What follows belongs to an exercise in optimizing a design on an open flow for small area; a production flow would make more cautious choices. The RTL was checked by simulation tests, not by an equivalence proof against the original design. Power and IR drop assume default switching activity.

`flow/run.sh`:
```
#!/bin/bash
# synth_recipe.tcl (not shown) runs the flow's synth.tcl, then flattens the netlist and writes it again
# the make line also repeats each setting of config.mk as NAME=value (left out here)
make -C /OpenROAD-flow-scripts/flow DESIGN_CONFIG=/design/flow/config.mk WORK_HOME=/design/flow/orfs CLKGATE_MAP_FILE= SYNTH_SCRIPT=/design/flow/synth_recipe.tcl finish
```
`flow/config.mk`:
```
export PLATFORM = sky130hd
export DESIGN_NAME = adxl_top
export DESIGN_NICKNAME = adxl_top
export VERILOG_FILES = /design/flow/design.v
export SDC_FILE = /design/flow/constraint.sdc
export NUM_CORES = 4
export LEC_CHECK = 0
export CAP_MARGIN = 20
export CORE_MARGIN = 2
export CORE_UTILIZATION = 50
export SLEW_MARGIN = 20
```
`flow/constraint.sdc`:
```
create_clock -name core_clock -period 10.0 [get_ports {CLK}]
set_input_delay 2.0000 -clock core_clock [delete_from_list [all_inputs] [get_ports {CLK}]]
set_output_delay 2.0000 -clock core_clock [all_outputs]
set_load 0.01 [all_outputs]
```
`flow/design.v`:
```
`timescale 1ns/1ns
package adxl_pkg;
    localparam int REG_WORDS   = 16;              
    localparam int WORD_ADDR_W = 4;
    localparam int BYTE_ADDR_W = 6;
    localparam int FIFO_DEPTH  = 16;
    localparam int FIFO_PTR_W  = 4;
    localparam logic [REG_WORDS*4-1:0] WRITE_MASK = 64'h0104_FEFF_7000_0000;
    localparam logic [BYTE_ADDR_W-1:0] UPD_FIRST = 6'h1D;
    localparam logic [BYTE_ADDR_W-1:0] UPD_LAST  = 6'h38;
    localparam logic [7:0]             READ_LEN  = 8'h3A;
    localparam logic [REG_WORDS*4-1:0] UPD_MASK = WRITE_MASK & 64'h01FF_FFFF_E000_0000;
    localparam int BEAT_W = 16;
endpackage
`timescale 1ns/1ns
module adxl_reg_shadow
(
    input  logic                   CLK,
    input  logic                   RESET,
    input  logic [31:0]            wdata,
    input  logic [3:0]             wstrb,
    input  logic [3:0]             waddr,
    input  logic                   wvalid,
    input  logic [5:0]             rd_addr,
    input  logic                   clr,
    output logic [7:0]             rd_data,
    output logic                   any_dirty,
    output logic                   dirty_at
);
    logic [63:0]      we;
    logic [63:0][7:0] shadow;
    logic [63:0]      dirty;
    always_comb begin
        for (int a = 0; a < 64; a++) begin
            we[a] = adxl_pkg::UPD_MASK[a] && wvalid && wstrb[a % 4] && (waddr == 4'(a / 4));
        end
    end
    for (genvar a = 0; a < 64; a++) begin : g_byte
        if (adxl_pkg::UPD_MASK[a]) begin : g_st
            always_ff @(posedge CLK) begin
                if (we[a]) shadow[a] <= wdata[(a % 4)*8 +: 8];
            end
            always_ff @(posedge CLK) begin
                if (RESET) begin
                    dirty[a] <= 1'b0;
                end else if (we[a]) begin
                    dirty[a] <= 1'b1;
                end else if (clr && rd_addr == 6'(a)) begin
                    dirty[a] <= 1'b0;
                end
            end
        end else begin : g_none
            assign shadow[a] = 8'h00;
            assign dirty[a]  = 1'b0;
        end
    end
    assign any_dirty = |dirty;
    always_comb begin
        rd_data  = 8'h00;
        dirty_at = 1'b0;
        for (int a = 0; a < 64; a++) begin
            if (adxl_pkg::UPD_MASK[a] && rd_addr == 6'(a)) begin
                rd_data  = shadow[a];
                dirty_at = dirty[a];
            end
        end
    end
endmodule
`timescale 1ns/1ns
module adxl_cmd_sequencer
(
    input  logic                        CLK,
    input  logic                        RESET,
    input  logic                        any_dirty,
    input  logic                        dirty_at,
    input  logic [7:0]                  rd_data,
    output logic [5:0]                  rd_addr,
    output logic                        clr,
    input  logic [6:0]                  i2c_address,
    input  logic                        interval_enable,
    input  logic [31:0]                 request_interval,
    input  logic                        single_request,
    output logic                        single_request_complete,
    output logic [adxl_pkg::BEAT_W-1:0] cmd,
    output logic                        push,
    input  logic                        full,
    output logic                        arm,
    output logic                        armed,
    input  logic                        s_tvalid,
    input  logic                        s_tlast
);
    typedef enum logic [3:0] {
        st_idle  = 4'd0,
        st_chk   = 4'd1,
        st_u0    = 4'd2,    
        st_u1    = 4'd3,    
        st_u2    = 4'd4,    
        st_p0    = 4'd5,    
        st_p1    = 4'd6,    
        st_rd    = 4'd7,    
        st_wait  = 4'd8     
    } state_t;
    state_t      state;
    logic [5:0]  addr;
    logic [31:0] timer;
    logic        timer_hit;
    logic        sending;
    logic        last_code;
    logic [7:0]  data;
    logic        done;
    assign rd_addr   = addr;
    assign timer_hit = (state == st_idle) && interval_enable && (timer == '0);
    assign sending   = (state == st_u0) || (state == st_u1) || (state == st_u2) ||
                       (state == st_p0) || (state == st_p1) || (state == st_rd);
    assign push      = sending && !full;
    assign clr       = push && (state == st_u2);
    assign arm       = push && (state == st_rd);
    assign armed     = (state == st_wait);
    assign done      = armed && s_tvalid && s_tlast;
    always_comb begin
        data      = 8'h01;                        
        last_code = 1'b0;
        case (state)
            st_u1: data = {2'b00, addr};
            st_u2: begin
                data      = rd_data;
                last_code = 1'b1;
            end
            st_p1: begin
                data      = 8'h00;                
                last_code = 1'b1;
            end
            st_rd: data = adxl_pkg::READ_LEN;     
            default: ;
        endcase
    end
    assign cmd = {i2c_address, last_code, data};
    always_ff @(posedge CLK) begin
        if (RESET) begin
            timer <= '0;
        end else if ((state != st_idle) || !interval_enable) begin
            timer <= request_interval;
        end else if (timer != '0) begin
            timer <= timer - 32'd1;
        end
    end
    always_ff @(posedge CLK) begin
        if (RESET) begin
            state                   <= st_idle;
            addr                    <= adxl_pkg::UPD_FIRST;
            single_request_complete <= 1'b0;
        end else begin
            single_request_complete <= arm && single_request;
            case (state)
                st_idle: begin
                    addr <= adxl_pkg::UPD_FIRST;
                    if (any_dirty) begin
                        state <= st_chk;          
                    end else if (single_request || timer_hit) begin
                        state <= st_p0;
                    end
                end
                st_chk: begin
                    if (dirty_at) begin
                        state <= st_u0;
                    end else if (addr == adxl_pkg::UPD_LAST) begin
                        state <= st_idle;
                    end else begin
                        addr <= addr + 1'b1;
                    end
                end
                st_u0: if (push) state <= st_u1;
                st_u1: if (push) state <= st_u2;
                st_u2: begin
                    if (push) begin
                        if (addr == adxl_pkg::UPD_LAST) begin
                            state <= st_idle;
                        end else begin
                            addr  <= addr + 1'b1;
                            state <= st_chk;
                        end
                    end
                end
                st_p0:   if (push) state <= st_p1;
                st_p1:   if (push) state <= st_rd;
                st_rd:   if (push) state <= st_wait;
                st_wait: if (done) state <= st_idle;   
                default: state <= st_idle;
            endcase
        end
    end
endmodule
`timescale 1ns/1ns
module adxl_cmd_fifo
(
    input  logic                       CLK,
    input  logic                       RESET,
    input  logic [adxl_pkg::BEAT_W-1:0] cmd,
    input  logic                       push,
    output logic                       full,
    output logic [adxl_pkg::BEAT_W-1:0] m_beat,
    output logic                       m_tvalid,
    input  logic                       m_tready
);
    logic [adxl_pkg::BEAT_W-1:0]   mem [0:adxl_pkg::FIFO_DEPTH-1];
    logic [adxl_pkg::FIFO_PTR_W-1:0] wptr;
    logic [adxl_pkg::FIFO_PTR_W-1:0] rptr;
    logic                          last_wr;     
    logic                          same;
    logic                          wr_en;
    logic                          rd_en;
    assign same     = (wptr == rptr);
    assign full     = same && last_wr;
    assign m_tvalid = !(same && !last_wr);
    assign m_beat   = mem[rptr];
    assign wr_en    = push && !full;
    assign rd_en    = m_tvalid && m_tready;
    always_ff @(posedge CLK) begin
        if (wr_en) begin
            mem[wptr] <= cmd;
        end
    end
    always_ff @(posedge CLK) begin
        if (RESET) begin
            wptr    <= '0;
            rptr    <= '0;
            last_wr <= 1'b0;
        end else begin
            if (wr_en) wptr <= wptr + 1'b1;
            if (rd_en) rptr <= rptr + 1'b1;
            if (wr_en != rd_en) last_wr <= wr_en;
        end
    end
endmodule
`timescale 1ns/1ns
module adxl_rx_capture
(
    input  logic        CLK,
    input  logic        arm,
    input  logic        armed,
    input  logic [7:0]  s_tdata,
    input  logic        s_tvalid,
    input  logic [3:0]  raddr,
    output logic [31:0] rdata
);
    logic [63:0][7:0] rb_mem;
    logic [5:0]       ptr;          
    logic             wr_en;
    logic             pend_v;       
    logic [7:0]       pend_d;
    logic [3:0]       raddr_q;
    assign wr_en = armed && s_tvalid;
    always_ff @(posedge CLK) begin
        if (arm) begin
            ptr <= '0;
        end else if (wr_en) begin
            ptr <= ptr + 1'b1;
        end
        pend_v  <= wr_en;
        pend_d  <= s_tdata;
        raddr_q <= raddr;
    end
    for (genvar i = 0; i < 64; i++) begin : g_rb
        always_ff @(posedge CLK) begin
            if (pend_v && ptr == 6'(i + 1)) rb_mem[i] <= pend_d;
        end
    end
    assign rdata = {rb_mem[{raddr_q, 2'd3}], rb_mem[{raddr_q, 2'd2}],
                    rb_mem[{raddr_q, 2'd1}], rb_mem[{raddr_q, 2'd0}]};
endmodule
`timescale 1ns/1ns
module adxl_top
(
    input  logic                   CLK,
    input  logic                   RESET,
    input  logic [31:0]            wdata,
    input  logic [3:0]             wstrb,
    input  logic [adxl_pkg::WORD_ADDR_W-1:0] waddr,
    input  logic                   wvalid,
    input  logic [adxl_pkg::WORD_ADDR_W-1:0] raddr,
    output logic [31:0]            rdata,
    input  logic [6:0]             i2c_address,
    input  logic                   interval_enable,
    input  logic [31:0]            request_interval,
    input  logic                   single_request,
    output logic                   single_request_complete,
    output logic [7:0]             m_tdata,
    output logic [7:0]             m_tuser,
    output logic                   m_tvalid,
    output logic                   m_tlast,
    input  logic                   m_tready,
    input  logic [7:0]             s_tdata,
    input  logic                   s_tvalid,
    input  logic                   s_tlast
);
    logic [5:0]                  rd_addr;
    logic [7:0]                  rd_data;
    logic                        any_dirty;
    logic                        dirty_at;
    logic                        clr;
    logic [adxl_pkg::BEAT_W-1:0] cmd;
    logic                        push;
    logic                        full;
    logic [adxl_pkg::BEAT_W-1:0] m_beat;
    logic                        arm;
    logic                        armed;
    logic                        rd_cmd;
    assign rd_cmd  = !m_beat[8] && m_beat[5] && m_beat[4] && m_beat[3] && m_beat[1];
    assign m_tdata = m_beat[7:0];
    assign m_tuser = {m_beat[15:9], rd_cmd};      
    assign m_tlast = m_beat[8] || rd_cmd;
    adxl_reg_shadow u_reg_shadow (
        .CLK       (CLK),
        .RESET     (RESET),
        .wdata     (wdata),
        .wstrb     (wstrb),
        .waddr     (waddr),
        .wvalid    (wvalid),
        .rd_addr   (rd_addr),
        .clr       (clr),
        .rd_data   (rd_data),
        .any_dirty (any_dirty),
        .dirty_at  (dirty_at)
    );
    adxl_cmd_sequencer u_cmd_sequencer (
        .CLK                     (CLK),
        .RESET                   (RESET),
        .any_dirty               (any_dirty),
        .dirty_at                (dirty_at),
        .rd_data                 (rd_data),
        .rd_addr                 (rd_addr),
        .clr                     (clr),
        .i2c_address             (i2c_address),
        .interval_enable         (interval_enable),
        .request_interval        (request_interval),
        .single_request          (single_request),
        .single_request_complete (single_request_complete),
        .cmd                     (cmd),
        .push                    (push),
        .full                    (full),
        .arm                     (arm),
        .armed                   (armed),
        .s_tvalid                (s_tvalid),
        .s_tlast                 (s_tlast)
    );
    adxl_cmd_fifo u_cmd_fifo (
        .CLK      (CLK),
        .RESET    (RESET),
        .cmd      (cmd),
        .push     (push),
        .full     (full),
        .m_beat   (m_beat),
        .m_tvalid (m_tvalid),
        .m_tready (m_tready)
    );
    adxl_rx_capture u_rx_capture (
        .CLK      (CLK),
        .arm      (arm),
        .armed    (armed),
        .s_tdata  (s_tdata),
        .s_tvalid (s_tvalid),
        .raddr    (raddr),
        .rdata    (rdata)
    );
endmodule
```
==> impl_metrics.sql <==
INSERT INTO impl_metrics (metric_group, metric, value, unit) VALUES
('grt', 'wire_length_of_the_first_global_routing_pass', '140500', 'µm'),
('die', 'design.core.area', '79130', 'µm²'),
('status', 'run_status', 'finished clean', ''),
('power', 'clockPowerShare', '37.5', '%'),
('timing', 'achievable-frequency', '0.1629', 'GHz'),
('final_layout', 'antennaDiodeCount', '0', ''),
('timing', 'setup_viol', '0', ''),
('final_layout', 'drive_gt1_share', '20.35', '%'),
('power', 'worst_ir_drop_vdd', '0.1560', 'mV'),
('setup_path', 'worst_r2r_path_depth', '8', ''),
('setup_path', 'number_of_cells_on_the_critical_path', '4', ''),
('grt', 'grt_util_all_layers', '23.15', '%'),
('logic_synthesis', 'synth_area_per_cell', '18.14', 'µm²'),
('cts', 'cts_root_buffer', 'sky130_fd_sc_hd__clkbuf_16', ''),
('logic_synthesis', 'syn_area', '40030', 'µm²'),
('logic_synthesis', 'yosysWarningCount', '36', ''),
('detailed_routing', 'detail_route.first_pass.iterations', '7', ''),
('power', 'seq_power_share', '50.0', '%'),
('cts', 'cts_made_buffers', '102', ''),
('logic_synthesis', 'ys_async_sr_fraction', '0', '%'),
('cts', 'cts.clk_slew.worst_paths', '0.06', 'ns'),
('detailed_routing', 'routed-via-count', '21580', ''),
('timing', 'drv_slew', '0', ''),
('power', 'cellInternalPower', '7.445', 'mW'),
('final_layout', 'n_fill_cell', '5935', ''),
('power', 'total_leakage_power', '14.55', 'nW'),
('hold_path', 'whs_path_depth', '2', ''),
('detailed_routing', 'first_iter_violations', '2514', ''),
('grt', 'grt_max_degree', '66', ''),
('final_layout', 'fin_nets', '2504', ''),
('setup_path', 'cpPeakStageDelay', '1.01', 'ns'),
('logic_synthesis', 'mapped_cells', '2207', ''),
('timing', 'layout_min_cycle_time', '6.140', 'ns'),
('cts', 'cts_setup_buffers', '0', ''),
('power', 'net-switching-power', '2.376', 'mW'),
('cts', 'cts.sink_count', '1014', ''),
('detailed_routing', 'drt-total-wl', '94620', 'µm'),
('logic_synthesis', 'synth_ff_type', 'sky130_fd_sc_hd__edfxtp_1', ''),
('detailed_routing', 'drtAntennaViolNets', '0', ''),
('cts', 'cts_hold_buf', '0', ''),
('cts', 'clk_latency', '0.66', 'ns'),
('final_layout', 'layout.cells.most_common', 'sky130_fd_sc_hd__edfxtp_1', ''),
('setup_path', 'critical_path_buf_inv_count', '2', ''),
('die', 'dieArea', '82330', 'µm²'),
('die', 'vertical_die_dimension', '286.9', 'µm'),
('setup_path', 'critPathMaxFanout', '65', ''),
('die', 'floorplan.die.width', '286.9', 'µm'),
('placed_design', 'io_buffer_count', '149', ''),
('power', 'share_of_total_power_in_combinational_logic', '12.4', '%'),
('flow_run', 'maxCapViolCount', '0', ''),
('timing', 'min_period_over_period', '61.40', '%'),
('detailed_routing', 'drt_drc_violations_left', '0', ''),
('cts', 'post_cts_sizing', '0', ''),
('setup_path', 'critical_path_required', '8.00', 'ns'),
('setup_path', 'worst-setup-path-type', 'reg -> out', ''),
('logic_synthesis', 'ys_seq_elements', '1014', ''),
('timing', 'worst_clock_skew', '0.02123', 'ns'),
('cts', 'tritoncts_clock_tree', 'yes', ''),
('setup_path', 'cp-start-kind', 'register', ''),
('power', 'sw_frac_of_total', '24.19', '%'),
('logic_synthesis', 'mappedNetlistNets', '2320', ''),
('cts', 'cts.htree.levels', '3', ''),
('setup_path', 'rr_startpoint', 'u_cmd_sequencer.addr[0]$_SDFFE_PP1P_', ''),
('setup_path', 'setup.worst_path.start', 'u_rx_capture.raddr_q[1]$_DFF_P_', ''),
('logic_synthesis', 'synth_enable_flop_cells', '920', ''),
('setup_path', 'cell_occurring_most_often_along_the_worst_timing_path', 'sky130_fd_sc_hd__mux4_2', ''),
('placed_design', 'dp_hpwl', '57240', 'µm'),
('setup_path', 'timing.critical_path.arrival', '4.14', 'ns'),
('setup_path', 'crit_path_end_kind', 'output pin', ''),
('detailed_routing', 'post_drt_via_cell_ratio', '6.118', ''),
('die', 'core.rowCount', '103', '');
==> tightest hold or removal path: cells and delay by family, from the launching register on <==
family	cells	cell delay (ns)
compound gates	2	0.13
flops	1	0.32
==> per-layer routing <==
| metal | share of wire [%] | vias to the layer above | global-route usage (%) | wire [µm] |
|---|---|---|---|---|
| li1 | - | 9312 | - | - |
| met1 | 42 | 11170 | 33.90 | 40020 |
| met2 | 48 | 943 | 36.66 | 45430 |
| met3 | 7.7 | 146 | 4.302 | 7295 |
| met4 | 1.9 | 6 | 5.091 | 1839 |
| met5 | 0.036 | - | 0 | 34 |
==> power groups by stage <==
stage | clock network, mW | logic, mW | registers, mW
after CTS | 3.75 | 1.22 | 4.92
after global placement | 0 | 1.20 | 4.99
after detailed placement | 0 | 1.21 | 5.00
after global routing | 3.91 | 1.32 | 4.93
final | 3.69 | 1.22 | 4.91
after floorplan | 0 | 0.813 | 4.93
==> kinds of logic (layout without fill, tap and decap cells) <==
family | Yosys count | count (layout) | share of synthesized area [%]
AND/OR/NAND/NOR | 521 | 521 | 6.164
buffers and inverters | 142 | 412 | 1.350
multiplexers | 245 | 245 | 13.63
adder cells (fa/ha/maj) | 14 | 14 | 0.4376
flip-flops | 1014 | 1014 | 73.72
AO/OA/AOI/OAI | 237 | 237 | 3.948
XOR/XNOR | 34 | 34 | 0.7440
==> through the flow <==
step | util, % | std cells | worst slack, ns | cell area, µm² | total power [mW]
2_1_floorplan | - | 2207 | 5.036 | 40030 | 5.743
3_3_place_gp | 54.07 | 3332 | 4.463 | 42790 | 6.191
3_5_place_dp | 54.16 | 3336 | 4.413 | 42860 | 6.219
4_1_cts | 58.28 | 3526 | 3.708 | 46110 | 9.884
5_1_grt | 58.37 | 3527 | 3.529 | 46180 | 10.17
6_report | 58.37 | 3527 | 3.860 | 46180 | 9.821
==> worst paths after layout <==
| check | to | slack [ns] |
|---|---|---|
| worst max-delay path | rdata[31] | 3.86 |
| worst min-delay path | u_reg_shadow.dirty[44]$_SDFFE_PP0P_ | 0.51 |
| worst max register to register | u_cmd_fifo.mem[0][6]$_DFFE_PP_ | 5.27 |
| worst min register to register | u_reg_shadow.dirty[44]$_SDFFE_PP0P_ | 0.51 |
==> registers in the layout, summed over array words and instances (netlist names), named ones only <==
| register | flops |
|---|---|
| u_cmd_sequencer.timer | 32 |
| u_rx_capture.rb_mem | 512 |
| u_cmd_sequencer.addr | 6 |
| u_reg_shadow.shadow | 152 |
| u_cmd_fifo.wptr | 4 |
| u_cmd_fifo.last_wr | 1 |
| u_cmd_sequencer.state | 4 |
| u_reg_shadow.dirty | 19 |
| u_cmd_fifo.rptr | 4 |
| u_rx_capture.ptr | 6 |
| u_rx_capture.pend_v | 1 |
| u_cmd_fifo.mem | 256 |
| u_rx_capture.pend_d | 8 |
| u_rx_capture.raddr_q | 4 |
| u_cmd_sequencer.single_request_complete | 1 |
==> synth_stat cells (17+ instances only) <==
library cell                 n  area share, %
sky130_fd_sc_hd__edfxtp_1  920             69
sky130_fd_sc_hd__dfxtp_1    94            4.7
sky130_fd_sc_hd__o21ai_0    54           0.68
sky130_fd_sc_hd__buf_1      18           0.17
sky130_fd_sc_hd__xnor2_1    17           0.37
sky130_fd_sc_hd__nor2_1    198            1.9
sky130_fd_sc_hd__nor3_1     49           0.61
sky130_fd_sc_hd__mux4_2    240             14
sky130_fd_sc_hd__nor4_1     22           0.34
sky130_fd_sc_hd__a211oi_1   28           0.53
sky130_fd_sc_hd__clkbuf_1   92           0.86
sky130_fd_sc_hd__xor2_1     17           0.37
sky130_fd_sc_hd__nand2_1   111            1.0
sky130_fd_sc_hd__nand3_1    39           0.49
sky130_fd_sc_hd__inv_1      28           0.26
sky130_fd_sc_hd__a21oi_1    56           0.70
==> layout make-up <==
type	instances	area [µm²]	share of cell area, %
Sequential cell	1014	29550	63.99
Multi-Input combinational cell	1051	10120	21.91
Clock buffer	143	2843	6.155
Inverter	28	105.1	0.2276
Tap cell	1050	1314	2.845
Clock inverter	47	412.9	0.8940
Timing Repair Buffer	194	1839	3.982

[re-timing with driven ports]
No port has a modelled driver above. Below, the same layout with a new extraction and two added sets of constraints.
Step 1 sets driving cells, clkbuf_16 on the clock port and buf_2 on the other inputs (assumed; they add their load-dependent delay and slew).
Step 2 moves the port delays by t, midway between the first and last clock arrival at a register: inputs arrive t later, outputs are due t later. That takes back most of the time a late clock gives input paths.
a / b / c = ideal ports / drivers / drivers and shift; a / b = the first two.
shift t [ns]: 0.714
slack for setup (ns): 3.860 / 3.794 / 4.509
clock arrival spread, ns: 0.023 / 0.023
pins driven straight from the clock port: 1
After both steps setup and hold are still met in this run. For this run, drivers alone change the setup slack by -0.066 ns; drivers and shift together by +0.649 ns.
